Context: an optimization exercise on an open-source flow, tuned for small area and a short achievable clock period. The choices shown serve that exercise and are no tape-out recipe.
The RTL was checked by simulation tests, not by an equivalence proof against the original design.
Power and IR drop assume default switching activity.

**flow/run.sh**
```bash
#!/bin/bash
# synth_recipe.tcl (not shown) runs the flow's synth.tcl, then flattens the netlist and writes it again
# the make line also repeats each setting of config.mk as NAME=value (left out here)
make -C /OpenROAD-flow-scripts/flow DESIGN_CONFIG=/design/flow/config.mk WORK_HOME=/design/flow/orfs CLKGATE_MAP_FILE= SYNTH_SCRIPT=/design/flow/synth_recipe.tcl finish
```
**flow/config.mk**
```make
export PLATFORM = sky130hd
export DESIGN_NAME = wedge_fitter
export DESIGN_NICKNAME = wedge_fitter
export VERILOG_FILES = /design/flow/design.v
export SDC_FILE = /design/flow/constraint.sdc
export NUM_CORES = 4
export LEC_CHECK = 0
export CAP_MARGIN = 20
export CORE_MARGIN = 2
export CORE_UTILIZATION = 70
export CTS_BUF_LIST = sky130_fd_sc_hd__clkbuf_8
export SETUP_SLACK_MARGIN = 3.9
export SLEW_MARGIN = 20
```
**flow/constraint.sdc**
```tcl
create_clock -name core_clock -period 6.5 [get_ports {clock}]
set_input_delay 1.3000 -clock core_clock [delete_from_list [all_inputs] [get_ports {clock}]]
set_output_delay 1.3000 -clock core_clock [all_outputs]
set_load 0.01 [all_outputs]
```
**flow/design.v**
```verilog
`timescale 1ns/1ps
module wedge_fitter (
	input logic clock,
	input logic reset,
	input logic clear_status,
	input logic [22:0] data_in,  
	input logic ds,
	output logic hold,
	input logic out_re,
	output logic [22:0] data_out,  
	output logic out_valid,
	output logic out_empty,
	input logic nocut,
	input logic [12:0] chi2cut_value,
	output logic [4:0] wedge_status  
);
	logic [22:0] H;
	logic [22:0] S [15];
	logic [3:0] s_rd, s_wr;
	logic [4:0] i_cnt;
	logic i_empty, i_one, i_full;
	logic push_i, pop_i, s_push, s_pop;
	logic [4:0] i_cnt_next;
	assign push_i = ds && !i_full;
	assign s_push = push_i && !i_empty && !(pop_i && i_one);
	assign s_pop = pop_i && !i_empty && !i_one;
	always_ff @(posedge clock)
	begin
		if (!i_full)
			S[s_wr] <= data_in;
	end
	logic [14:0] s_rd_dec;
	logic [22:0] s_head;
	always_comb
	begin
		s_rd_dec = 15'd1 << s_rd;
		s_head = '0;
		for (int k = 0; k < 15; k++)
			s_head = s_head | (S[k] & {23{s_rd_dec[k]}});
	end
	always_ff @(posedge clock)
	begin
		if (pop_i)
			H <= (i_empty || i_one) ? data_in : s_head;
		else if (i_empty)
			H <= data_in;
	end
	always_comb
	begin
		i_cnt_next = i_cnt;
		if (push_i && !pop_i)
			i_cnt_next = i_cnt + 5'd1;
		else if (pop_i && !push_i)
			i_cnt_next = i_cnt - 5'd1;
	end
	always_ff @(posedge clock)
	begin
		if (reset)
		begin
			s_rd <= '0;
			s_wr <= '0;
			i_cnt <= '0;
			i_empty <= 1'b1;
			i_one <= 1'b0;
			i_full <= 1'b0;
			hold <= 1'b0;
		end
		else
		begin
			if (s_push)
				s_wr <= (s_wr == 4'd14) ? 4'd0 : s_wr + 4'd1;
			if (s_pop)
				s_rd <= (s_rd == 4'd14) ? 4'd0 : s_rd + 4'd1;
			i_cnt <= i_cnt_next;
			i_empty <= (i_cnt_next == 5'd0);
			i_one <= (i_cnt_next == 5'd1);
			i_full <= (i_cnt_next == 5'd16);
			hold <= (i_cnt_next >= 5'd12);
		end
	end
	localparam logic [1:0] C_IDLE = 2'd0, C_ROAD = 2'd1, C_WAIT = 2'd2;
	logic [1:0] c_state, c_state_next;
	logic w_ee, w_ep;
	logic t_empty, t_full;
	logic f_idle;
	logic dv;  
	logic drained;
	logic start_road, cand_valid, handoff, invalid_road;
	assign w_ee = H[22];
	assign w_ep = H[21];
	assign drained = t_empty && f_idle && !dv;
	always_comb
	begin
		c_state_next = c_state;
		pop_i = 1'b0;
		start_road = 1'b0;
		cand_valid = 1'b0;
		handoff = 1'b0;
		invalid_road = 1'b0;
		case (c_state)
			C_IDLE:
			begin
				if (!i_empty && w_ee)
					c_state_next = C_WAIT;
				else if (!i_empty && !t_full)
				begin
					pop_i = 1'b1;
					if (w_ep)
						invalid_road = 1'b1;
					else
					begin
						start_road = 1'b1;
						c_state_next = C_ROAD;
					end
				end
			end
			C_ROAD:
			begin
				if (!i_empty && w_ee)
				begin
					invalid_road = 1'b1;
					c_state_next = C_WAIT;
				end
				else if (!i_empty && !t_full)
				begin
					pop_i = 1'b1;
					cand_valid = 1'b1;
					if (w_ep)
						c_state_next = C_IDLE;
				end
			end
			C_WAIT:
			begin
				if (!i_empty && drained)
				begin
					handoff = 1'b1;
					pop_i = 1'b1;
					c_state_next = C_IDLE;
				end
			end
			default: c_state_next = C_IDLE;
		endcase
	end
	always_ff @(posedge clock)
	begin
		if (reset)
			c_state <= C_IDLE;
		else
			c_state <= c_state_next;
	end
	logic [20:0] cur_road;
	logic cur_par;
	logic [12:0] best_chisq;
	logic [7:0] best_track;
	logic best_par;
	logic have_cand;
	logic take;
	logic par_h;
	logic pass_r;
	logic tpar_r;
	assign par_h = ^H[20:0];
	assign take = !have_cand || (H[20:8] < best_chisq);
	always_ff @(posedge clock)
	begin
		if (start_road)
		begin
			cur_road <= H[20:0];
			cur_par <= par_h;
		end
		if (cand_valid && take)
		begin
			best_chisq <= H[20:8];
			best_track <= H[7:0];
			best_par <= par_h;
		end
		if (cand_valid && w_ep)
		begin
			pass_r <= nocut || (take ? (H[20:8] <= chi2cut_value) : (best_chisq <= chi2cut_value));
			tpar_r <= !(cur_par ^ (take ? par_h : best_par));
		end
	end
	always_ff @(posedge clock)
	begin
		if (reset)
		begin
			have_cand <= 1'b0;
			dv <= 1'b0;
		end
		else
		begin
			dv <= cand_valid && w_ep;
			if (start_road)
				have_cand <= 1'b0;
			else if (cand_valid)
				have_cand <= 1'b1;
		end
	end
	logic [20:0] T_road [8];
	logic [20:0] T_fit [8];
	logic [2:0] t_rd, t_wr;
	logic [3:0] t_cnt, t_cnt_next;
	logic t_push, t_pop;
	assign t_push = dv && pass_r;
	always_ff @(posedge clock)
	begin
		if (dv)
		begin
			T_road[t_wr] <= cur_road;
			T_fit[t_wr] <= {best_chisq, best_track};
		end
	end
	always_comb
	begin
		t_cnt_next = t_cnt;
		if (t_push && !t_pop)
			t_cnt_next = t_cnt + 4'd1;
		else if (t_pop && !t_push)
			t_cnt_next = t_cnt - 4'd1;
	end
	always_ff @(posedge clock)
	begin
		if (reset)
		begin
			t_rd <= '0;
			t_wr <= '0;
			t_cnt <= '0;
			t_empty <= 1'b1;
			t_full <= 1'b0;
		end
		else
		begin
			if (t_push)
				t_wr <= t_wr + 3'd1;
			if (t_pop)
				t_rd <= t_rd + 3'd1;
			t_cnt <= t_cnt_next;
			t_empty <= (t_cnt_next == 4'd0);
			t_full <= (t_cnt_next == 4'd8);
		end
	end
	logic acc;
	logic [21:0] ee_hold;  
	always_ff @(posedge clock)
	begin
		if (reset || handoff)
			acc <= 1'b0;
		else if (t_push)
			acc <= acc ^ tpar_r;
	end
	always_ff @(posedge clock)
	begin
		if (handoff)
			ee_hold <= {H[21:9], acc, H[7:0]};
	end
	localparam logic [1:0] F_IDLE = 2'd0, F_TRK = 2'd1, F_EE = 2'd2;
	logic [1:0] f_state, f_state_next;
	logic o_full, o_empty;
	logic o_push, o_pop;
	logic [22:0] out_word;
	assign f_idle = (f_state == F_IDLE);
	always_comb
	begin
		f_state_next = f_state;
		o_push = 1'b0;
		t_pop = 1'b0;
		case (f_state)
			F_IDLE:
			begin
				if (!t_empty)
				begin
					if (!o_full)
					begin
						o_push = 1'b1;
						f_state_next = F_TRK;
					end
				end
				else if (handoff)
					f_state_next = F_EE;
			end
			F_TRK:
			begin
				if (!o_full)
				begin
					o_push = 1'b1;
					t_pop = 1'b1;
					f_state_next = F_IDLE;
				end
			end
			F_EE:
			begin
				if (!o_full)
				begin
					o_push = 1'b1;
					f_state_next = F_IDLE;
				end
			end
			default: f_state_next = F_IDLE;
		endcase
	end
	logic [7:0] sel_road, sel_fit;
	logic sel_ee;
	logic [2:0] t_rd_next;
	logic [20:0] t_head;
	assign t_rd_next = t_pop ? t_rd + 3'd1 : t_rd;
	always_ff @(posedge clock)
	begin
		for (int k = 0; k < 8; k++)
		begin
			sel_road[k] <= (reset || f_state_next == F_IDLE) && (reset ? (k == 0) : (t_rd_next == 3'(k)));
			sel_fit[k] <= !reset && f_state_next == F_TRK && t_rd_next == 3'(k);
		end
		sel_ee <= !reset && f_state_next == F_EE;
	end
	always_comb
	begin
		t_head = '0;
		for (int k = 0; k < 8; k++)
			t_head = t_head | (T_road[k] & {21{sel_road[k]}}) | (T_fit[k] & {21{sel_fit[k]}});
		out_word = {sel_ee, sel_ee ? ee_hold[21] : (f_state == F_TRK), t_head | (ee_hold[20:0] & {21{sel_ee}})};
	end
	always_ff @(posedge clock)
	begin
		if (reset)
			f_state <= F_IDLE;
		else
			f_state <= f_state_next;
	end
	logic [22:0] O [16];
	logic [3:0] o_rd, o_wr;
	logic [4:0] o_cnt, o_cnt_next;
	assign o_pop = out_re && !o_empty;
	always_ff @(posedge clock)
	begin
		if (!o_full)
			O[o_wr] <= out_word;
	end
	always_comb
	begin
		o_cnt_next = o_cnt;
		if (o_push && !o_pop)
			o_cnt_next = o_cnt + 5'd1;
		else if (o_pop && !o_push)
			o_cnt_next = o_cnt - 5'd1;
	end
	always_ff @(posedge clock)
	begin
		if (reset)
		begin
			o_rd <= '0;
			o_wr <= '0;
			o_cnt <= '0;
			o_empty <= 1'b1;
			o_full <= 1'b0;
			out_valid <= 1'b0;
		end
		else
		begin
			if (o_push)
				o_wr <= o_wr + 4'd1;
			if (o_pop)
				o_rd <= o_rd + 4'd1;
			o_cnt <= o_cnt_next;
			o_empty <= (o_cnt_next == 5'd0);
			o_full <= (o_cnt_next == 5'd16);
			out_valid <= o_pop;
		end
	end
	logic [15:0] o_rd_dec;
	logic [22:0] o_head;
	always_comb
	begin
		o_rd_dec = 16'd1 << o_rd;
		o_head = '0;
		for (int k = 0; k < 16; k++)
			o_head = o_head | (O[k] & {23{o_rd_dec[k]}});
	end
	always_ff @(posedge clock)
	begin
		data_out <= o_head;
	end
	assign out_empty = o_empty;
	logic in_ovf_seen, invalid_seen;
	always_ff @(posedge clock)
	begin
		if (clear_status || reset)
		begin
			in_ovf_seen <= 1'b0;
			invalid_seen <= 1'b0;
		end
		else
		begin
			in_ovf_seen <= in_ovf_seen | (ds && i_full);
			invalid_seen <= invalid_seen | invalid_road;
		end
	end
	assign wedge_status = {in_ovf_seen, 1'b0, invalid_seen, i_empty, o_empty};
endmodule
```
==> results_dict.tcl, run 1 <==
set metrics [dict create \
    worst_skew_pair.late_latency_ps 850 \
    syn_area_per_cell_sq_um 17.42 \
    coreArea_sq_um 64580 \
    worstPathArrival_ps 1410 \
    worstHoldPathType "reg2reg" \
    drive_gt1_share_pct 17.48 \
    track_usage_pct 35.28 \
    first_pass_iters 6 \
    start_kind "register" \
    antenna_left 0 \
    end_kind "output port" \
    ys.flop_type "edfxtp_1" \
    ios 73 \
    rsz0062_at_grt "true" \
    die-area_sq_um 67480 \
    syn_inst 2629 \
    timing.rr.start "sel_ee" \
    ys_types 66 \
    clock_skew_ps 44.85 \
    std_cell_rows 93 \
    antenna_found_initial 6 \
    synthesis.nets 2732 \
    hpwlAfterDp_um 64870 \
    cp_max_fo 4 \
    fp.dieH_um 259.8 \
    drv_slew 0 \
    vias 26940 \
    overflow 0 \
    ctsHoldBuffers 0 \
    yosys.area_share.simple_pct 4.153 \
    drc_errors 0 \
    setup_viol 0 \
    regToRegEndpoint "O[13][7]" \
    gp_congestion 0.8444 \
    finalWorstSetupSlack_ps 3786 \
    vdd_drop_max_v 0.0003488 \
    required_ps 5200 \
    clk_pin_slew_ps 60 \
    synthArstFlopShare_pct 0 \
    clk_path_buf_depth 3 \
    crit_path_end "wedge_status[0]" \
    synth_top_cell_area_share_pct 74.76 \
    wire_per_inst_um 30.65 \
    yosys.area.top_type "edfxtp_1" \
    slowest_delay_ps 380 \
    h-tree-depth 4 \
    p_leak_nw 17.11 \
    cts_tree "yes" \
    place_ws_ps 2914 \
    drt_iter0_markers 3691 \
    area_growth_pct 13.00 \
    fmax_mhz 368.5 \
    clock-sinks 1234 \
    finalSetupTns_ps 0 \
    synth_area_sq_um 45790 \
    synth_area_leaders "edfxtp_1 75%, dfxtp_1 4.1%, a22oi_1 3.0%, a221oi_1 2.6%, a22o_1 1.9%" \
    viasPerCell 7.013 \
    relSlewSlack_pct 26.16 \
    reg2reg_slack_ps 3910 \
    synth-compound-area-share_pct 11.67 \
    synth_edf_count 1140 \
    ys_warn_count 1 \
    nets 2950 \
    die_w_um 259.8 \
    synth_mux_area_share_pct 1.150 \
    fin_crit_ps 2714 \
    synthAdderAreaFrac_pct 1.667 \
    initial_utilization_pct 70.91 \
    yosys-top-cells-count "1,140 x edfxtp_1, 183 x a22oi_1, 135 x a221oi_1, 117 x clkbuf_1, 107 x nor2_1" \
    startpoint "o_empty" \
    clock_tree.root_cell "clkbuf_8" \
    ys_seq_area_share_pct 78.87 \
    ys_seq_elements 1234 \
    report.final.hold_viol_count 0 \
    cellPowerDensity_nw_per_um2 376.6 \
    synth_top_family_by_area "compound AO/OA/AOI/OAI gates" \
    port_buffers 71 \
    grt_pass1_vias 26850 \
    grt_start_max_net_pins 55 \
    worst_pin_slew_ps 1106 \
    worst-r2r-cell-count 4 \
    crit_top_cell "buf_6" \
    numCtsBuffers 179 \
    drv_cap 0 \
    crit_type "reg2out" \
    slowest_stage "dfxtp_4" \
    synth.most_common_cell "edfxtp_1" \
    drt_wl_total_um 117800 \
    fin_crit_sh_pct 41.75 \
    grt_pass1_wl_um 170200 \
    outcome "no timing/DRC/antenna violations" \
    crit_chain "buf_6 -> buf_6" \
    synthXorXnorAreaFrac_pct 0.7842 \
]
## how the worst min path moves through the flow
stage	slack, ps	cells past startpoint	endpoint	from
floorplan	430	0	ee_hold[8]	acc
global placement	450	2	data_out[20]	O[14][20]
detailed placement	460	2	data_out[20]	O[14][20]
CTS	450	2	data_out[20]	O[14][20]
global route	480	2	data_out[20]	O[14][20]
finish	460	2	data_out[20]	O[14][20]
## per-stage QoR
step / power, mW / util, % / hold slack, ps / std cells / cell area (sq um)
global placement: 13.57 / 74.22 / 454.9 / 3489 / 47930
global route: 20.10 / 80.12 / 479.9 / 3842 / 51740
CTS: 19.28 / 79.52 / 452.8 / 3818 / 51350
floorplan: 12.21 / - / 428.0 / 2629 / 45890
finish: 19.49 / 80.12 / 464.7 / 3842 / 51740
detailed placement: 13.73 / 74.22 / 462.3 / 3489 / 47930
## logic make-up (layout without fill, tap and decap cells)
| family | Yosys count | after routing |
|---|---|---|
| other cells | 1 | 2 |
| fa+ha+maj | 61 | 61 |
| xor+xnor | 41 | 41 |
| simple gates | 379 | 381 |
| mux | 48 | 48 |
| flops | 1234 | 1234 |
| buf+inv | 194 | 549 |
| compound gates | 671 | 671 |
## layer usage
layer	GRT usage (%)	up-vias	wire [um]
met3	8.762	311	14760
li1	-	11260	-
met1	48.13	13420	42080
met2	55.96	1944	56470
met5	0	-	52
met4	13.47	8	4385
## cell type report
| cell class | count | area (sq um) |
|---|---|---|
| Multi-Input combinational cell | 1203 | 9438 |
| Fill cell | 3370 | 12840 |
| Inverter | 46 | 185.2 |
| Clock inverter | 127 | 639.4 |
| Sequential cell | 1234 | 36160 |
| Antenna cell | 1 | 2.502 |
| Tap cell | 855 | 1070 |
| Timing Repair Buffer | 183 | 1595 |
| Clock buffer | 193 | 2656 |
## sequential cells by signal, summed over array words and instances (netlist names), 8 cells and up
name,count
best_chisq,13
data_out,23
sel_fit,8
ee_hold,22
T_fit,168
sel_road,8
O,368
T_road,168
best_track,8
H,23
S,345
cur_road,21
## cells in the final DEF, fill, tap and decap left out, drive strengths merged, types with 71 or more instances in the layout
cell type / n
a221oi: 135
a22o: 98
a22oi: 183
buf: 141
clkbuf: 195
dfxtp: 94
edfxtp: 1140
inv: 122
nand2: 71
nor2: 110
## critical path, delay by kind of cell (launching register included)
family	cells	cell delay (ps)
buffers and inverters	2	230
flip-flops	1	380
## power breakdown
| group | internal (mW) | leakage (nW) | switching, mW |
|---|---|---|---|
| logic | 1.17 | 4.02 | 2.21 |
| registers | 9.87 | 11.1 | 0.548 |
| clock network | 2.83 | 1.93 | 2.86 |
| total | 13.9 | 17.1 | 5.61 |
## what timing repair did
| action | in CTS | in global routing |
|---|---|---|
| cloned | 2 | 1 |
| setup endpoints to repair | 118 | 107 |
| buffers inserted | 7 | 22 |
| gates resized for setup | 175 | 44 |
| pin swaps | 4 | 2 |
==> run 2, diff against run 1 <==
--- a/flow/config.mk
+++ b/flow/config.mk
@@ -10,3 +10,2 @@
 export CORE_UTILIZATION = 70
-export CTS_BUF_LIST = sky130_fd_sc_hd__clkbuf_8
 export SETUP_SLACK_MARGIN = 3.9
==> run 2 against run 1 <==
- highest routed layer unchanged
- still clean
- combinational power decreased by 1%
- sequential power about the same
- sequential cell count unchanged
==> results_dict.tcl, run 2 <==
set metrics [dict create \
    outcome "no timing/DRC/antenna violations" \
    reg_top3 "O (368), S (345)" \
    h-tree-depth 3 \
    min_to "data_out[20]" \
    gp_congestion 0.8444 \
    clock_skew_ps 39.19 \
    antenna_found_initial 5 \
    ctsHoldBuffers 0 \
    ys_seq_area_share_pct 78.87 \
    fin_crit_sh_pct 39.64 \
    syn_area_per_cell_sq_um 17.42 \
    antenna_left 0 \
    ys_seq_elements 1234 \
    synth_area_sq_um 45790 \
    clk_path_buf_depth 3 \
    synth_area_leaders "edfxtp_1 75%, dfxtp_1 4.1%, a22oi_1 3.0%, a221oi_1 2.6%, a22o_1 1.9%" \
    drv_slew 0 \
    overflow 0 \
    fmax_mhz 388.1 \
    viasPerCell 7.139 \
    synthesis.nets 2732 \
    synth.most_common_cell "edfxtp_1" \
    worst_skew_pair.late_latency_ps 700 \
    ys_warn_count 1 \
    numCtsBuffers 116 \
    ys.flop_type "edfxtp_1" \
    min_from "O[14][20]" \
    worst_pin_slew_ps 1066 \
    rsz0062_at_grt "true" \
    cts_tree "yes" \
    drive_gt1_share_pct 15.42 \
    yosys.area.top_type "edfxtp_1" \
    die_w_um 259.8 \
    reg2reg_slack_ps 3930 \
    worstPathArrival_ps 3000 \
    largest_reg_flops 368 \
    timing.rr.start "sel_fit[3]" \
    cp_max_fo 2 \
    p_leak_nw 16.99 \
    first_pass_iters 8 \
    finalWorstSetupSlack_ps 3923 \
    ys_types 66 \
    coreArea_sq_um 64580 \
    clock-sinks 1234 \
    port_buffers 71 \
    required_ps 6920 \
    hpwlAfterDp_um 64870 \
    worst-r2r-cell-count 5 \
    yosys-top-cells-count "1,140 x edfxtp_1, 183 x a22oi_1, 135 x a221oi_1, 117 x clkbuf_1, 107 x nor2_1" \
    min_path_cells 2 \
    nets 2892 \
    postPlaceCellArea_sq_um 47930 \
    relSlewSlack_pct 28.84 \
    clk_pin_slew_ps 60 \
    cellPowerDensity_nw_per_um2 386.5 \
    vdd_drop_max_v 0.0003766 \
    drv_cap 0 \
    end_kind "register" \
    fin_crit_ps 2577 \
    die-area_sq_um 67480 \
    area_growth_pct 13.92 \
    start_kind "input pin" \
    vias 26720 \
    std_cell_rows 93 \
    place_ws_ps 2914 \
    clock_tree.root_cell "clkbuf_16" \
    synth_edf_count 1140 \
    grt_start_max_net_pins 55 \
    worstHoldPathType "reg2reg" \
    crit_type "in2reg" \
    initial_utilization_pct 70.91 \
    grt_pass1_vias 26680 \
    final_cell_mix "1,140 x edfxtp_1, 182 x a22oi_1, 129 x a221oi_1" \
    drc_errors 0 \
    largest-register "O" \
    drt_iter0_markers 3871 \
    ios 73 \
    design_area_sq_um 52170 \
    report.final.hold_viol_count 0 \
    synthArstFlopShare_pct 0 \
    drt_wl_total_um 118200 \
    fp.dieH_um 259.8 \
    synth_top_cell_area_share_pct 74.76 \
    final_common_cell "edfxtp_1" \
    grt_pass1_wl_um 171300 \
    finalSetupTns_ps 0 \
    setup_viol 0 \
    track_usage_pct 35.32 \
    syn_inst 2629 \
    regToRegEndpoint "O[15][7]" \
    wire_per_inst_um 31.58 \
]
run 2: changes by cell type in the layout (fill, tap and decap cells not counted), moves of 5 or more:
cell           change
inv_8              -5
clkinv_2           +8
clkbuf_8         -183
clkinv_1           -6
dlygate4sd2_1     +18
buf_6             -15
dfxtp_2           -12
clkbuf_16        +116
clkbuf_1          +27
dfxtp_1           +11
buf_2             -11
inv_1             -70
run 2: timing repair:
| item | in CTS | in global routing |
|---|---|---|
| setup endpoints to repair | 113 | 103 |
| gates resized for setup | 100 | 39 |
| cloned | 2 | 1 |
| pin swaps | 5 | 11 |
| buffers inserted | 7 | 27 |
run 2: how the worst max path moves through the flow:
stage	from	to	cells after the start	slack, ps
floorplan	t_wr[0]	T_fit[7][0]	2	3690
global placement	chi2cut_value[1]	pass_r	10	3030
detailed placement	out_re	o_full	8	2910
CTS	i_empty	wedge_status[1]	1	3790
global route	chi2cut_value[0]	pass_r	9	3840
finish	chi2cut_value[0]	pass_r	9	3920
run 2: cell type report:
class / count / area (sq um)
well taps: 855 / 1070
clock inverters: 61 / 441.7
diodes: 2 / 5.005
fillers: 3298 / 12410
multi-input cells: 1203 / 9505
clock buffers: 154 / 3167
repair buffers: 188 / 1649
flip-flops and latches: 1234 / 36140
inverters: 46 / 185.2
run 2: worst max-delay path, stage by stage:
cell and delay [ps]:
clkdlybuf4s50_1 460, ha_1 230, nor2b_1 140, o21a_1 140
o21a_1 120, o21ai_1 70, a221o_1 300, a31oi_1 140
mux2i_1 100
run 2: logic make-up after synthesis:
group	after synthesis	synth area share, %
multiplexers	48	1.150
flip-flops	1234	78.87
AO/OA/AOI/OAI	671	11.67
buffers and inverters	194	1.697
XOR/XNOR	41	0.7842
AND/OR/NAND/NOR	379	4.153
adder cells (fa/ha/maj)	61	1.667
other	1	0.008189
run 2: layer usage:
| layer | up-vias | track usage, % | share of wire [%] | wire length (um) |
|---|---|---|---|---|
| met5 | - | 0 | 0.024 | 28 |
| met4 | 4 | 14.03 | 4.0 | 4714 |
| met3 | 301 | 7.135 | 13 | 15020 |
| met2 | 1921 | 56.41 | 48 | 56610 |
| met1 | 13370 | 48.74 | 35 | 41840 |
| li1 | 11130 | - | - | - |
run 2: power by group:
part / switching [mW] / leakage [nW] / internal (mW)
clock network: 2.85 / 1.76 / 3.54
registers: 0.562 / 11.1 / 9.86
logic: 2.21 / 4.08 / 1.14
total: 5.62 / 17.0 / 14.5
run 2: per-stage QoR:
step	power (mW)	utilization (%)	hold slack [ps]	cells
2_1_floorplan	12.21	-	428.0	2629
3_3_place_gp	13.57	74.22	454.9	3489
3_5_place_dp	13.73	74.22	462.3	3489
4_1_cts	19.99	80.16	474.9	3713
5_1_grt	20.75	80.77	494.4	3742
6_report	20.16	80.78	473.6	3743
==> run 3, diff against run 2 <==
--- a/flow/config.mk
+++ b/flow/config.mk
@@ -10,2 +10,5 @@
 export CORE_UTILIZATION = 70
+export CTS_BUF_LIST = sky130_fd_sc_hd__clkbuf_8
+export CTS_CLUSTER_DIAMETER = 50
+export CTS_CLUSTER_SIZE = 20
 export SETUP_SLACK_MARGIN = 3.9
==> run 3 against run 2 <==
- hold slack better by 14 ps
- via count down 1.5%
- clock power down about 30%
- still clean
- die area unchanged
- highest routed layer unchanged
==> results_dict.tcl, run 3 <==
set metrics [dict create \
    clk_path_buf_depth 3 \
    ctsHoldBuffers 0 \
    fin_crit_ps 2644 \
    largest-register "O" \
    yosys.area.top_type "edfxtp_1" \
    largest_reg_flops 368 \
    grt_pass1_vias 26030 \
    drt_iter0_markers 3883 \
    place_ws_ps 2914 \
    required_ps 5200 \
    finalWorstSetupSlack_ps 3856 \
    ys_types 66 \
    port_buffers 71 \
    drive_gt1_share_pct 16.10 \
    combPwrFrac_pct 18.5 \
    hpwlAfterDp_um 64870 \
    initial_utilization_pct 70.91 \
    synthesis.nets 2732 \
    fmax_mhz 378.2 \
    grt_pass1_wl_um 167900 \
    clkPwrFrac_pct 24.6 \
    fp.dieH_um 259.8 \
    rsz0062_at_grt "true" \
    synthArstFlopShare_pct 0 \
    finalSetupTns_ps 0 \
    coreArea_sq_um 64580 \
    synth_edf_count 1140 \
    p_seq_share_pct 56.9 \
    clock_tree.root_cell "clkbuf_8" \
    drv_cap 0 \
    std_cell_rows 93 \
    cellPowerDensity_nw_per_um2 360.0 \
    fin_crit_sh_pct 40.68 \
    drt_wl_total_um 115700 \
    syn_inst 2629 \
    final_cell_mix "1,140 x edfxtp_1, 183 x a22oi_1, 130 x a221oi_1" \
    worstHoldPathType "reg2reg" \
    numCtsBuffers 94 \
    p_leak_nw 16.33 \
    relSlewSlack_pct 29.01 \
    clock_skew_ps 41.94 \
    start_kind "register" \
    ys.flop_type "edfxtp_1" \
    die_w_um 259.8 \
    outcome "no timing/DRC/antenna violations" \
    wire_per_inst_um 31.19 \
    die-area_sq_um 67480 \
    synth_top_cell_area_share_pct 74.76 \
    grt_start_max_net_pins 55 \
    synth_area_sq_um 45790 \
    report.final.hold_viol_count 0 \
    antenna_left 0 \
    area_growth_pct 10.50 \
    first_pass_iters 6 \
    overflow 0 \
    drc_errors 0 \
    swShare_pct 29.95 \
    setup_viol 0 \
    clk_pin_slew_ps 100 \
    nets 2877 \
    final_common_cell "edfxtp_1" \
    drv_slew 0 \
    antenna_found_initial 4 \
    h-tree-depth 3 \
    synth.most_common_cell "edfxtp_1" \
    ys_warn_count 1 \
    worst_skew_pair.late_latency_ps 750 \
    worstPathArrival_ps 1340 \
    vdd_drop_max_v 0.0003520 \
    reg_top3 "O (368), S (345)" \
    ys_seq_elements 1234 \
    cts_tree "yes" \
    track_usage_pct 34.70 \
    p_sw_mw 5.456 \
    syn_area_per_cell_sq_um 17.42 \
    ios 73 \
    cp_max_fo 4 \
    synth_area_leaders "edfxtp_1 75%, dfxtp_1 4.1%, a22oi_1 3.0%, a221oi_1 2.6%, a22o_1 1.9%" \
    clock-sinks 1234 \
    p_int_mw 12.76 \
    vias 26330 \
    end_kind "output port" \
    ys_seq_area_share_pct 78.87 \
    crit_type "reg2out" \
    viasPerCell 7.099 \
    yosys-top-cells-count "1,140 x edfxtp_1, 183 x a22oi_1, 135 x a221oi_1, 117 x clkbuf_1, 107 x nor2_1" \
    gp_congestion 0.8444 \
    worst_pin_slew_ps 1064 \
]
-- run 3: final timing paths --
| kind | depth (start not counted) | end | startpoint | slack [ps] |
|---|---|---|---|---|
| worst min-delay path | 2 | data_out[20] | O[14][20] | 490 |
| worst max-delay path | 2 | wedge_status[0] | o_empty | 3860 |
| worst max register to register | 4 | O[5][7] | sel_ee | 3910 |
| worst min register to register | 2 | data_out[20] | O[14][20] | 490 |
-- run 3: routing by layer --
metal	wire (um)	GRT usage [%]	vias up
met5	30	0	-
met3	14140	6.852	263
met1	41770	48.30	13190
li1	-	-	11070
met2	55350	55.45	1810
met4	4402	13.12	4
-- run 3: kinds of logic (layout without fill, tap and decap cells) --
| kind of cell | after synthesis | count (layout) | share of synthesized area [%] |
|---|---|---|---|
| other | 1 | 4 | 0.008189 |
| buffers and inverters | 194 | 414 | 1.697 |
| muxes | 48 | 48 | 1.150 |
| and+or+nand+nor | 379 | 381 | 4.153 |
| DFF | 1234 | 1234 | 78.87 |
| xor gates and xnor gates | 41 | 41 | 0.7842 |
| adders and majority gates | 61 | 61 | 1.667 |
| AOI/OAI and AO/OA | 671 | 671 | 11.67 |
-- run 3: cell type report --
type / count / area [sq um]
fill: 3507 / 13980
timing repair buffer: 195 / 1613
multi-input combinational: 1203 / 9438
inverter: 46 / 185.2
sequential: 1234 / 36150
tap: 855 / 1070
clock buffer: 97 / 1335
clock inverter: 76 / 798.3
antenna: 3 / 7.507
-- run 3: critical path: stages, from the launching register on --
cell and delay (ps):
dfxtp_4 400, buf_6 120, buf_6 110
-- run 3: power groups by stage --
stage / combinational [mW] / clock, mW / sequential [mW]
floorplan: 1.92 / 0 / 10.3
global placement: 3.04 / 0 / 10.5
detailed placement: 3.16 / 0 / 10.6
CTS: 3.14 / 4.49 / 10.4
global route: 3.61 / 4.77 / 10.4
finish: 3.37 / 4.47 / 10.4
-- run 3: through the flow --
stage          util (%)  hold WS [ps]  cells  cell area [sq um]  power, mW
2_1_floorplan         -         428.0   2629              45890      12.21
3_3_place_gp      74.22         454.9   3489              47930      13.57
3_5_place_dp      74.22         462.3   3489              47930      13.73
4_1_cts           77.71         487.7   3671              50190      18.03
5_1_grt           78.34         506.2   3708              50590      18.80
6_report          78.35         487.6   3709              50600      18.22
-- run 3: what timing repair did --
action,4_1_cts,5_1_grt
gates cloned,2,1
pin swaps,5,4
buffers inserted,7,34
endpoints found under the setup margin,111,102
gates resized for setup,172,28
==> run 4, diff against run 3 <==
--- a/flow/config.mk
+++ b/flow/config.mk
@@ -7,2 +7,3 @@
 export LEC_CHECK = 0
+export ABC_AREA = 1
 export CAP_MARGIN = 20
@@ -10,5 +11,5 @@
 export CORE_UTILIZATION = 70
-export CTS_BUF_LIST = sky130_fd_sc_hd__clkbuf_8
-export CTS_CLUSTER_DIAMETER = 50
-export CTS_CLUSTER_SIZE = 20
+export CTS_BUF_LIST = sky130_fd_sc_hd__clkbuf_16
+export CTS_CLUSTER_DIAMETER = 60
+export CTS_CLUSTER_SIZE = 30
 export SETUP_SLACK_MARGIN = 3.9
==> run 4 against run 3 <==
- still clean on timing, DRC and antenna
- non-clock buffer count up 12
- via count up 11%
- maximum frequency up 0.57%
- hold slack worse by 8.6 ps
- design area up 2.1%
- synthesized cell count up 31%
- global-route usage down 1.0 points
- critical path depth up 7
- first-iteration DRC count down 3.0%
- sequential cell count unchanged
- largest cell class unchanged
- highest routed layer unchanged
==> results_dict.tcl, run 4 <==
set metrics [dict create \
    vias 29100 \
    viasPerCell 6.450 \
    clock-sinks 1234 \
    ys_seq_area_share_pct 76.87 \
    ys_warn_count 1 \
    clock_tree.root_cell "clkbuf_16" \
    final_cell_mix "1,140 x edfxtp_1, 913 x nand2_1, 201 x inv_1" \
    antenna_left 0 \
    antenna_found_initial 6 \
    hpwlAfterDp_um 68530 \
    hold-worst-slack_ps 479.0 \
    multi_input_area_sq_um 9774 \
    cellPowerDensity_nw_per_um2 375.0 \
    initial_utilization_pct 71.08 \
    ios 73 \
    synth_area_sq_um 46980 \
    wl_met2_um 56740 \
    relSlewSlack_pct 22.11 \
    end_kind "register" \
    grt_pass1_vias 28590 \
    ys_types 55 \
    diodes 0 \
    drive_gt1_share_pct 9.512 \
    grt_pass1_wl_um 171700 \
    wl_met3_um 13240 \
    syn_inst 3447 \
    gp_congestion 0.8894 \
    synthesis.nets 3550 \
    coreArea_sq_um 66100 \
    setup_viol 0 \
    postPlaceCellArea_sq_um 48990 \
    synth_top_cell_area_share_pct 72.86 \
    drc_errors 0 \
    largest-register "O" \
    cp_max_fo 21 \
    port_buffers 71 \
    die_w_um 263.1 \
    report.final.hold_viol_count 0 \
    syn_area_per_cell_sq_um 13.63 \
    worstHoldPathType "reg2reg" \
    synth_area_leaders "edfxtp_1 73%, nand2_1 7.3%, dfxtp_1 4.0%, nand3_1 2.0%, inv_1 1.6%" \
    clock_skew_ps 25.44 \
    crit_type "reg2reg" \
    design_area_sq_um 51650 \
    reg_top3 "O (368), S (345)" \
    fmax_mhz 380.3 \
    drv_slew 0 \
    p_leak_nw 18.09 \
    ys.flop_type "edfxtp_1" \
    cts_tree "yes" \
    vdd_drop_max_v 0.0003205 \
    worst_skew_pair.late_latency_ps 670 \
    yosys.area.top_type "edfxtp_1" \
    die-area_sq_um 69210 \
    crit_top_cell "nand2_1" \
    nets 3703 \
    finalSetupTns_ps 0 \
    fp.dieH_um 263.1 \
    synth_edf_count 1140 \
    synth.most_common_cell "edfxtp_1" \
    first_pass_iters 5 \
    maxUsedRoutingLayer "met5" \
    clk_path_buf_depth 3 \
    wl_met1_um 42520 \
    track_usage_pct 33.66 \
    overflow 0 \
    slowest_stage "dfxtp_1" \
    synthArstFlopShare_pct 0 \
    outcome "no timing/DRC/antenna violations" \
    worstPathArrival_ps 3060 \
    grt_start_max_net_pins 43 \
    area_growth_pct 9.925 \
    yosys-top-cells-count "1,140 x edfxtp_1, 914 x nand2_1, 205 x inv_1, 187 x nand3_1, 169 x nor2_1" \
    fin_crit_sh_pct 40.45 \
    required_ps 6930 \
    drt_iter0_markers 3765 \
    crit_chain "inv_2 -> nand3_1 -> clkinvlp_4 -> nand2_1 -> nand2_1 -> a21oi_1 -> nand4_1 -> o21ai_0 -> inv_1" \
    drv_cap 0 \
    clk_pin_slew_ps 100 \
    final_common_cell "edfxtp_1" \
    rsz0062_at_grt "true" \
    largest_reg_flops 368 \
    ys_seq_elements 1234 \
    start_kind "register" \
    wire_per_inst_um 25.95 \
    std_cell_rows 94 \
    worst_pin_slew_ps 1167 \
    drt_wl_total_um 117100 \
    numCtsBuffers 57 \
    fin_crit_ps 2629 \
    h-tree-depth 2 \
    nFillCells 3714 \
    slowest_delay_ps 580 \
    finalPower_mw 19.37 \
    seqCellArea_sq_um 36140 \
]
==> run 4: cell count changes after synthesis, sizes merged, moves of 28 or more <==
cell	before	now
a21o	29	1
a21oi	43	94
a221o	33	0
a221oi	135	59
a222oi	34	0
a22o	98	66
a22oi	183	27
clkbuf	117	60
inv	46	210
mux2	37	1
nand2	71	920
nand3	41	188
nand4	40	103
nor2	108	177
==> run 4: worst max-delay path: cells and delay by family, from the launching register on <==
family                 cells  cell delay (ps)
and+or+nand+nor            4              780
DFF                        1              580
AOI/OAI and AO/OA          2              280
buffers and inverters      3              760
==> run 4: report_power, final <==
| group | leakage, nW | total (mW) | internal [mW] | switching (mW) |
|---|---|---|---|---|
| combinational | 5.95 | 4.37 | 1.31 | 3.06 |
| sequential | 11.1 | 10.5 | 9.98 | 0.517 |
| clock | 1.00 | 4.50 | 1.96 | 2.53 |
==> run 4: metrics by stage <==
stage	utilization, %	cells	setup slack (ps)
6_report	78.13	4512	3871
5_1_grt	78.13	4512	3734
4_1_cts	77.64	4483	3644
3_5_place_dp	74.12	4341	3291
3_3_place_gp	74.10	4341	3346
2_1_floorplan	-	3447	3798
==> run 4: final timing paths <==
check | depth (start not counted) | slack, ps | to | from
max reg2reg | 9 | 3870 | H[22] | s_rd[3]
max | 9 | 3870 | H[22] | s_rd[3]
min | 2 | 480 | data_out[1] | O[7][1]
min reg2reg | 2 | 480 | data_out[1] | O[7][1]
==> run 4: cell families after synthesis <==
family / after synthesis / synth area share (%)
simple gates: 1441 / 12.88
flops: 1234 / 76.87
compound gates: 368 / 5.457
buf+inv: 327 / 2.828
fa+ha+maj: 61 / 1.624
xor+xnor: 12 / 0.2637
mux: 3 / 0.06658
other cells: 1 / 0.007982
==> run 4: cell type report <==
type	instances	area share, %
Sequential cell	1234	69.97
Multi-Input combinational cell	1886	18.93
Timing Repair Buffer	207	3.389
Clock buffer	59	2.859
Tap cell	864	2.093
Inverter	211	1.623
Clock inverter	48	1.102
Timing Repair inverter	3	0.03876
==> run 4: timing repair <==
| action | 4_1_cts | 5_1_grt |
|---|---|---|
| cloned | 2 | 1 |
| gates resized for setup | 67 | 26 |
| pin swaps | 12 | 1 |
| setup buffers | 33 | 25 |
| setup endpoints to repair | 269 | 97 |
| hold buffers | 0 | 0 |
==> run 4: layer usage <==
metal  GRT usage (%)  vias up
met2           55.33     1735
met4           13.25        6
li1                -    12750
met5               0        -
met3           6.454      304
met1           45.21    14310
==> run 5, diff against run 4 <==
--- a/flow/config.mk
+++ b/flow/config.mk
@@ -7,3 +7,2 @@
 export LEC_CHECK = 0
-export ABC_AREA = 1
 export CAP_MARGIN = 20
@@ -14,3 +13,3 @@
 export CTS_CLUSTER_SIZE = 30
-export SETUP_SLACK_MARGIN = 3.9
+export SETUP_SLACK_MARGIN = 4.2
 export SLEW_MARGIN = 20
==> run 5 against run 4 <==
- still clean on timing, DRC and antenna
- critical path depth decreased by 8
- die area decreased by 2.5%
- maximum frequency increased by 4.2%
- non-clock buffer count increased by 63
- sequential power about the same
- clock power increased by 3%
- combinational power decreased by 3%
- sequential cell count unchanged
- final cell count decreased by 17%
- register-to-register slack improved by 180 ps
- power decreased by 1.2%
- critical path type is now reg2out
- critical endpoint is now hold
==> results_dict.tcl, run 5 <==
set metrics [dict create \
    fp.dieH_um 259.8 \
    grt_pass1_wl_um 173800 \
    multi_input_area_sq_um 10300 \
    ys_types 66 \
    cellPowerDensity_nw_per_um2 365.2 \
    ys_seq_elements 1234 \
    syn_inst 2629 \
    worst_pin_slew_ps 1077 \
    worstPathArrival_ps 1220 \
    drive_gt1_share_pct 21.74 \
    finalSetupTns_ps 0 \
    rsz0062_at_grt "true" \
    cp_num_buf_inv 1 \
    drc_errors 0 \
    synth.most_common_cell "edfxtp_1" \
    timing.rr.start "H[14]" \
    cts_tree "yes" \
    fmax_mhz 396.5 \
    drt_wl_total_um 123400 \
    regToRegEndpoint "tpar_r" \
    gp_congestion 0.8303 \
    ios 73 \
    syn_area_per_cell_sq_um 17.42 \
    start_kind "register" \
    ys_warn_count 1 \
    report.final.hold_viol_count 0 \
    die-area_sq_um 67480 \
    die_w_um 259.8 \
    synthArstFlopShare_pct 0 \
    yosys-top-cells-count "1,140 x edfxtp_1, 183 x a22oi_1, 135 x a221oi_1, 117 x clkbuf_1, 107 x nor2_1" \
    worst-r2r-cell-count 8 \
    relSlewSlack_pct 28.11 \
    numCtsBuffers 58 \
    antenna_found_initial 7 \
    grt_pass1_vias 26400 \
    fin_crit_sh_pct 38.81 \
    clock-sinks 1234 \
    crit_chain "buf_8" \
    clk_path_buf_depth 3 \
    worstHoldPathType "reg2reg" \
    nets 2919 \
    worst_skew_pair.late_latency_ps 700 \
    hold-worst-slack_ps 482.3 \
    seqCellArea_sq_um 36180 \
    wire_per_inst_um 33.14 \
    synthesis.nets 2732 \
    reg2reg_slack_ps 4050 \
    slowest_stage "dfxtp_2" \
    reg_top3 "O (368), S (345)" \
    final_common_cell "edfxtp_1" \
    cpLargestDelayFamily "flip-flops" \
    outcome "no timing/DRC/antenna violations" \
    std_cell_rows 93 \
    finalPower_mw 19.13 \
    synth_top_cell_area_share_pct 74.76 \
    vias 27160 \
    cp_max_fo 1 \
    grt_start_max_net_pins 54 \
    vdd_drop_max_v 0.0004591 \
    min_to "data_out[2]" \
    clock_tree.root_cell "clkbuf_16" \
    synth_edf_count 1140 \
    p_leak_nw 16.96 \
    largest_reg_flops 368 \
    port_buffers 71 \
    track_usage_pct 35.98 \
    ctsHoldBuffers 0 \
    fin_crit_ps 2522 \
    required_ps 5200 \
    setup_viol 0 \
    min_path_cells 2 \
    largest-register "O" \
    antenna_left 0 \
    synth_area_sq_um 45790 \
    area_growth_pct 14.39 \
    end_kind "output port" \
    fin_util_pct 81.11 \
    viasPerCell 7.293 \
    overflow 0 \
    drv_slew 0 \
    final_cell_mix "1,140 x edfxtp_1, 175 x a22oi_1, 158 x buf_4" \
    yosys.area.top_type "edfxtp_1" \
    first_pass_iters 6 \
    synth_area_leaders "edfxtp_1 75%, dfxtp_1 4.1%, a22oi_1 3.0%, a221oi_1 2.6%, a22o_1 1.9%" \
    h-tree-depth 2 \
    min_from "O[0][2]" \
    drv_cap 0 \
    ys.flop_type "edfxtp_1" \
    path_depth 1 \
    coreArea_sq_um 64580 \
    initial_utilization_pct 70.91 \
    crit_type "reg2out" \
    nFillCells 3192 \
    ys_seq_area_share_pct 78.87 \
    drt_iter0_markers 4044 \
    hpwlAfterDp_um 64490 \
    slowest_delay_ps 380 \
    clock_skew_ps 43.11 \
    clk_pin_slew_ps 110 \
]
-- run 5: cell types whose count changed after synthesis, moves of 32 or more --
cell and delta:
nand3_1 -146, a21oi_1 -51, clkbuf_1 +57, nand2_1 -843, a221o_1 +33, mux2_2 +36, a222oi_1 +34, inv_1 -159
a221oi_1 +76, a22oi_1 +156, a22o_1 +32, nand4_1 -62, nor2_1 -62
-- run 5: what timing repair did --
item / in CTS / in global routing
setup endpoints to repair: 506 / 217
gates resized for setup: 330 / 126
setup buffers: 84 / 26
pin swaps: 46 / 50
gates cloned: 6 / 6
-- run 5: area by class of cell --
class                      count  area share, %
clock inverter                49          1.099
tap                          855          2.042
multi-input combinational   1206          19.66
sequential                  1234          69.07
timing repair buffer         270          4.849
antenna                        3        0.01433
inverter                      46         0.3583
clock buffer                  61          2.914
-- run 5: routing by layer --
metal	global-route usage, %	share of wire (%)
met4	13.22	3.7
met1	50.63	35
met3	6.277	12
met5	0	0.028
met2	57.69	49
-- run 5: cell families (layout without fill, tap and decap cells) --
logic type	after synthesis	in the layout	share of synthesized area [%]
xor gates and xnor gates	41	41	0.7842
and+or+nand+nor	379	384	4.153
other	1	4	0.008189
muxes	48	48	1.150
DFF	1234	1234	78.87
buffers and inverters	194	426	1.697
AOI/OAI and AO/OA	671	671	11.67
adders and majority gates	61	61	1.667
-- run 5: where the power goes --
part	internal, mW	switching (mW)	leakage, nW
registers	9.85	0.436	11.2
clock network	2.00	2.62	1.04
logic	1.57	2.66	4.76
-- run 5: how the worst max path moves through the flow --
| stage | startpoint | end | slack, ps |
|---|---|---|---|
| 2_1_floorplan | t_wr[0] | T_fit[7][0] | 3650 |
| 3_3_place_gp | chi2cut_value[1] | pass_r | 3050 |
| 3_5_place_dp | chi2cut_value[1] | pass_r | 3020 |
| 4_1_cts | hold | hold | 3990 |
| 5_1_grt | hold | hold | 3970 |
| 6_report | hold | hold | 3980 |
-- run 5: through the flow --
| step | worst slack [ps] | instances | instance area [sq um] |
|---|---|---|---|
| after floorplan | 3654 | 2629 | 45960 |
| after global placement | 3051 | 3489 | 47960 |
| after global routing | 3970 | 3724 | 52380 |
| after detailed placement | 3017 | 3489 | 47960 |
| final | 3978 | 3724 | 52380 |
| after CTS | 3989 | 3689 | 51510 |
==> run 6, diff against run 5 <==
--- a/flow/config.mk
+++ b/flow/config.mk
@@ -13,3 +13,3 @@
 export CTS_CLUSTER_SIZE = 30
-export SETUP_SLACK_MARGIN = 4.2
+export SETUP_SLACK_MARGIN = 3.9
 export SLEW_MARGIN = 20
==> run 6 against run 5 <==
- design area shrank 3.3%
- still clean
- first-iteration DRC count shrank 5.4%
- non-clock buffer count shrank 44
- critical path type is now reg2reg
- synthesized cell count is the same
- power shrank 5.8%
- maximum frequency shrank 2.2%
- clock power shrank 11%
- largest power group unchanged
==> results_dict.tcl, run 6 <==
set metrics [dict create \
    outcome "no timing/DRC/antenna violations" \
    die-area_sq_um 67480 \
    p_int_mw 12.81 \
    vias 26300 \
    drv_cap 0 \
    yosys.area.top_type "edfxtp_1" \
    first_pass_iters 10 \
    slowest_delay_ps 810 \
    final_cell_mix "1,140 x edfxtp_1, 182 x a22oi_1, 144 x buf_4" \
    ys.flop_type "edfxtp_1" \
    ys_types 66 \
    antenna_found_initial 3 \
    synth.most_common_cell "edfxtp_1" \
    drt_wl_total_um 115300 \
    largest_reg_flops 368 \
    syn_inst 2629 \
    antenna_left 0 \
    swShare_pct 28.92 \
    synthesis.nets 2732 \
    cellPowerDensity_nw_per_um2 355.8 \
    ys_warn_count 1 \
    syn_area_per_cell_sq_um 17.42 \
    synth_edf_count 1140 \
    reg_top3 "O (368), S (345)" \
    relSlewSlack_pct 23.53 \
    place_ws_ps 2914 \
    hpwlAfterDp_um 64870 \
    report.final.hold_viol_count 0 \
    clock_tree.root_cell "clkbuf_16" \
    finalWorstSetupSlack_ps 3921 \
    p_seq_share_pct 57.3 \
    die_w_um 259.8 \
    fin_util_pct 78.41 \
    synth_area_leaders "edfxtp_1 75%, dfxtp_1 4.1%, a22oi_1 3.0%, a221oi_1 2.6%, a22o_1 1.9%" \
    start_kind "register" \
    worstPathArrival_ps 2910 \
    crit_type "reg2reg" \
    ys_seq_area_share_pct 78.87 \
    diodes 0 \
    vdd_drop_max_v 0.0003513 \
    slowest_stage "dfxtp_1" \
    fin_crit_sh_pct 39.67 \
    h-tree-depth 2 \
    gp_congestion 0.8444 \
    combPwrFrac_pct 19.8 \
    rsz0062_at_grt "true" \
    finalPower_mw 18.02 \
    drc_errors 0 \
    synth_area_sq_um 45790 \
    required_ps 6830 \
    fmax_mhz 387.8 \
    ys_seq_elements 1234 \
    synth_top_cell_area_share_pct 74.76 \
    finalSetupTns_ps 0 \
    crit_chain "buf_4 -> a22oi_1 -> and3_1 -> nand3_1" \
    track_usage_pct 34.12 \
    overflow 0 \
    clock_skew_ps 42.31 \
    grt_pass1_wl_um 165700 \
    drive_gt1_share_pct 14.41 \
    ctsHoldBuffers 0 \
    p_sw_mw 5.212 \
    final_common_cell "edfxtp_1" \
    clk_path_buf_depth 3 \
    cts_tree "yes" \
    coreArea_sq_um 64580 \
    hold-worst-slack_ps 488.9 \
    setup_viol 0 \
    drt_iter0_markers 3827 \
    viasPerCell 7.187 \
    clkPwrFrac_pct 22.8 \
    grt_start_max_net_pins 55 \
    yosys-top-cells-count "1,140 x edfxtp_1, 183 x a22oi_1, 135 x a221oi_1, 117 x clkbuf_1, 107 x nor2_1" \
    synthArstFlopShare_pct 0 \
    cp_max_fo 28 \
    numCtsBuffers 54 \
    worst_skew_pair.late_latency_ps 660 \
    worstHoldPathType "reg2reg" \
    drv_slew 0 \
    ios 73 \
    nets 2868 \
    end_kind "register" \
    clk_pin_slew_ps 110 \
    p_leak_nw 16.32 \
    std_cell_rows 93 \
    area_growth_pct 10.59 \
    worst_pin_slew_ps 1146 \
    wire_per_inst_um 31.51 \
    port_buffers 71 \
    fp.dieH_um 259.8 \
    grt_pass1_vias 25520 \
    fin_crit_ps 2579 \
    initial_utilization_pct 70.91 \
    largest-register "O" \
    clock-sinks 1234 \
]
run 6: cell count changes in the layout (fill, tap and decap cells not counted), sizes merged, moves of 4 or more:
cell,previous run,this run
clkbuf,66,59
clkdlybuf4s15,2,7
clkinv,16,12
buf,227,157
clkdlybuf4s50,25,32
dlygate4sd2,9,22
run 6: cells by family (layout without fill, tap and decap cells):
kind of cell             count (synthesis)  in the layout  synth area share [%]
AND/OR/NAND/NOR                        379            381                 4.153
buffers and inverters                  194            367                 1.697
other                                    1              1              0.008189
multiplexers                            48             48                 1.150
flip-flops                            1234           1234                 78.87
AO/OA/AOI/OAI                          671            671                 11.67
adder cells (fa/ha/maj)                 61             61                 1.667
XOR/XNOR                                41             41                0.7842
run 6: timing repair:
action,4_1_cts,5_1_grt
pin swaps,12,11
endpoints found under the setup margin,114,102
gates resized for setup,107,39
buffers inserted,10,61
cloned,2,2
hold endpoints to repair,0,0
run 6: final cells by class:
type | count | area (sq um)
repair buffers | 226 | 1936
clock buffers | 55 | 1376
fillers | 3471 | 13940
well taps | 855 | 1070
multi-input cells | 1203 | 9544
clock inverters | 40 | 384.1
inverters | 46 | 185.2
flip-flops and latches | 1234 | 36140
run 6: final timing paths:
path / start / endpoint / slack, ps / depth (start not counted)
hold reg to reg: O[14][20] / data_out[20] / 490 / 2
setup / recovery: sel_ee / O[6][7] / 3920 / 4
hold / removal: O[14][20] / data_out[20] / 490 / 2
setup reg to reg: sel_ee / O[6][7] / 3920 / 4
run 6: power by group through the flow:
| stage | Combinational [mW] | Sequential [mW] | Clock [mW] |
|---|---|---|---|
| floorplan | 1.92 | 10.3 | 0 |
| global placement | 3.04 | 10.5 | 0 |
| detailed placement | 3.16 | 10.6 | 0 |
| CTS | 3.24 | 10.4 | 4.12 |
| global route | 3.81 | 10.4 | 4.37 |
| finish | 3.57 | 10.3 | 4.11 |
run 6: routing by layer:
layer | wire length, um | up-vias | GRT usage, % | share of wire [%]
met5 | 28 | - | 0 | 0.024
met4 | 3701 | 4 | 9.930 | 3.2
met3 | 13850 | 232 | 6.170 | 12
met2 | 55760 | 1788 | 55.58 | 48
met1 | 41940 | 13260 | 48.21 | 36
li1 | - | 11010 | - | -
run 6: per-stage QoR:
step           cells  instance area [sq um]
2_1_floorplan   2629                  45890
3_3_place_gp    3489                  47930
3_5_place_dp    3489                  47930
4_1_cts         3596                  49960
5_1_grt         3659                  50640
6_report        3659                  50640
run 6: critical path: cells and delay by family, from the launching register on:
| family | cells | cell delay, ps |
|---|---|---|
| AO/OA/AOI/OAI | 1 | 130 |
| buffers and inverters | 1 | 520 |
| flip-flops | 1 | 810 |
| AND/OR/NAND/NOR | 2 | 790 |
==> run 7, diff against run 6 <==
--- a/flow/config.mk
+++ b/flow/config.mk
@@ -7,3 +7,3 @@
 export LEC_CHECK = 0
-export CAP_MARGIN = 20
+export CAP_MARGIN = 5
 export CORE_MARGIN = 2
@@ -14,2 +14,2 @@
 export SETUP_SLACK_MARGIN = 3.9
-export SLEW_MARGIN = 20
+export SLEW_MARGIN = 5
==> run 7 against run 6 <==
- sequential share of layout area rose by 0.17 points
- die area unchanged
- routed wire length rose by 0.38%
- synthesized cell count stayed put
- critical endpoint is now H[19]
==> results_dict.tcl, run 7 <==
set metrics [dict create \
    outcome "no timing/DRC/antenna violations" \
    vdd_drop_max_v 0.0003212 \
    fin_util_pct 78.22 \
    yosys-top-cells-count "1,140 x edfxtp_1, 183 x a22oi_1, 135 x a221oi_1, 117 x clkbuf_1, 107 x nor2_1" \
    wl_met2_um 56470 \
    hold-worst-slack_ps 486.5 \
    clk_pin_slew_ps 110 \
    cellPowerDensity_nw_per_um2 356.0 \
    wire_per_inst_um 31.79 \
    reg_top3 "O (368), S (345)" \
    cts_tree "yes" \
    antenna_left 0 \
    coreArea_sq_um 64580 \
    place_ws_ps 2915 \
    clk_path_buf_depth 3 \
    yosys.area.top_type "edfxtp_1" \
    drc_errors 0 \
    report.final.hold_viol_count 0 \
    p_seq_share_pct 57.5 \
    finalPower_mw 17.98 \
    final_cell_mix "1,140 x edfxtp_1, 182 x a22oi_1, 130 x a221oi_1" \
    ys_types 66 \
    synthArstFlopShare_pct 0 \
    ys.flop_type "edfxtp_1" \
    wl_met3_um 13640 \
    h-tree-depth 2 \
    ys_seq_elements 1234 \
    p_int_mw 12.78 \
    slowest_delay_ps 420 \
    grt_pass1_vias 25600 \
    path_depth 9 \
    die-area_sq_um 67480 \
    drt_iter0_markers 3922 \
    reg2reg_slack_ps 3930 \
    clock-sinks 1234 \
    instances_no_fill 3640 \
    clock_tree.root_cell "clkbuf_16" \
    area_growth_pct 10.32 \
    finalWorstSetupSlack_ps 3927 \
    drive_gt1_share_pct 13.72 \
    end_kind "register" \
    largest-register "O" \
    p_leak_nw 16.23 \
    postPlaceCellArea_sq_um 47930 \
    worstHoldPathType "reg2reg" \
    hpwlAfterDp_um 64940 \
    gp_congestion 0.8444 \
    cpLargestDelayFamily "compound AO/OA/AOI/OAI gates" \
    cp_max_fo 23 \
    relSlewSlack_pct 24.73 \
    combPwrFrac_pct 19.1 \
    synth_top_cell_area_share_pct 74.76 \
    synth_area_sq_um 45790 \
    worst-r2r-cell-count 9 \
    nets 2844 \
    grt_start_max_net_pins 55 \
    min_path_cells 2 \
    slowest_stage "dfxtp_4" \
    fp.dieH_um 259.8 \
    overflow 0 \
    ys_seq_area_share_pct 78.87 \
    final_common_cell "edfxtp_1" \
    swShare_pct 28.93 \
    ios 73 \
    p_sw_mw 5.202 \
    worst_pin_slew_ps 1128 \
    crit_chain "and2_1 -> ha_1 -> buf_6 -> a22oi_1 -> o2bb2ai_1 -> a221o_1 -> a221oi_2 -> a31oi_2 -> a21o_1" \
    crit_type "reg2reg" \
    viasPerCell 7.210 \
    synthesis.nets 2732 \
    initial_utilization_pct 70.91 \
    drt_wl_total_um 115700 \
    rsz0062_at_grt "true" \
    fmax_mhz 388.6 \
    fin_crit_sh_pct 39.59 \
    clkPwrFrac_pct 23.3 \
    maxUsedRoutingLayer "met5" \
    required_ps 6920 \
    clock_skew_ps 31.03 \
    drv_slew 0 \
    first_pass_iters 9 \
    synth_edf_count 1140 \
    largest_reg_flops 368 \
    numCtsBuffers 54 \
    design_area_sq_um 50520 \
    fin_crit_ps 2573 \
    std_cell_rows 93 \
    port_buffers 71 \
    ys_warn_count 1 \
    grt_pass1_wl_um 166600 \
    cp_num_buf_inv 1 \
    synth.most_common_cell "edfxtp_1" \
    vias 26240 \
    worstPathArrival_ps 3000 \
    drv_cap 0 \
    antenna_found_initial 5 \
    syn_area_per_cell_sq_um 17.42 \
    start_kind "register" \
    track_usage_pct 34.30 \
    die_w_um 259.8 \
    dp.cells 3489 \
    syn_inst 2629 \
    synth_area_leaders "edfxtp_1 75%, dfxtp_1 4.1%, a22oi_1 3.0%, a221oi_1 2.6%, a22o_1 1.9%" \
    wl_met1_um 42090 \
    ctsHoldBuffers 0 \
    finalSetupTns_ps 0 \
    worst_skew_pair.late_latency_ps 670 \
    setup_viol 0 \
]
## run 7: cell counts after synthesis
Identical to the previous run, type by type.
## run 7: cells by family (layout without fill, tap and decap cells)
group	after synthesis	count (layout)	synth area share, %
flops	1234	1234	78.87
compound gates	671	671	11.67
simple gates	379	382	4.153
buf+inv	194	346	1.697
fa+ha+maj	61	61	1.667
mux	48	48	1.150
xor+xnor	41	41	0.7842
other cells	1	2	0.008189
## run 7: timing repair
action	4_1_cts	5_1_grt
setup endpoints to repair	116	88
gates cloned	2	2
resized for setup	90	55
buffers inserted	9	38
pin swaps	5	15
## run 7: power groups by stage
stage / clock, mW / sequential, mW / combinational (mW)
final: 4.19 / 10.3 / 3.44
after global routing: 4.44 / 10.4 / 3.65
after CTS: 4.19 / 10.4 / 3.14
after detailed placement: 0 / 10.6 / 3.15
after global placement: 0 / 10.5 / 3.04
after floorplan: 0 / 10.3 / 1.92
## run 7: cell type report
| cell class | instances | area (sq um) |
|---|---|---|
| clock buffers | 55 | 1376 |
| fillers | 3479 | 14060 |
| flip-flops and latches | 1234 | 36140 |
| well taps | 855 | 1070 |
| clock inverters | 44 | 426.7 |
| inverters | 46 | 185.2 |
| multi-input cells | 1204 | 9560 |
| repair buffers | 201 | 1753 |
| diodes | 1 | 2.502 |
## run 7: final timing paths
| kind | from | to |
|---|---|---|
| max | s_rd[1] | H[19] |
| min | O[14][20] | data_out[20] |
| max reg2reg | s_rd[1] | H[19] |
| min reg2reg | O[14][20] | data_out[20] |
## run 7: worst register-to-register path: cells and delay by family, from the launching register on
family / cells / cell delay, ps
AND/OR/NAND/NOR: 1 / 220
AO/OA/AOI/OAI: 6 / 1260
adder cells (fa/ha/maj): 1 / 220
buffers and inverters: 1 / 210
flip-flops: 1 / 420
## run 7: layer usage
metal  track usage [%]  vias to the layer above
met1             48.35                    13170
met4             9.770                        6
met2             56.02                     1849
met5                 0                        -
li1                  -                    10980
met3             6.287                      247

==> afterwards: timing with drivers on the ports <==
Ports are ideal in the flow. The routed layouts listed here were re-timed in OpenROAD. Step 1 (the two cells are an assumption about what drives the block):
set clk [get_ports {clock}]
set_driving_cell -lib_cell sky130_fd_sc_hd__clkbuf_16 $clk
set_driving_cell -lib_cell sky130_fd_sc_hd__buf_2 [delete_from_list [all_inputs] $clk]
Step 2 moves the port delays by t, midway between the first and last clock arrival at a register: inputs arrive t later, outputs are due t later. That takes back most of the time a late clock gives input paths. Slacks: ideal ports / drivers / drivers and shift; pairs: ideal ports / drivers.
run | shift t [ns] | setup WS [ns] | worst slew at a driven data input, ns
run 1 | 0.875 | 3.786 / 3.728 / 3.090 | 0.10
run 2 | 0.746 | 3.923 / 3.872 / 3.221 | 0.11
run 3 | 0.797 | 3.856 / 3.793 / 3.214 | 0.12
run 4 | 0.723 | 3.871 / 3.861 / 3.163 | 0.11
run 5 | 0.746 | 3.978 / 3.912 / 3.492 | 0.11
run 6 | 0.709 | 3.921 / 3.876 / 3.310 | 0.10
run 7 | 0.716 | 3.927 / 3.870 / 3.299 | 0.11
After both steps every run listed still meets setup and hold. For run 4, which loses most, drivers alone change the setup slack by -0.010 ns; drivers and shift together by -0.708 ns.
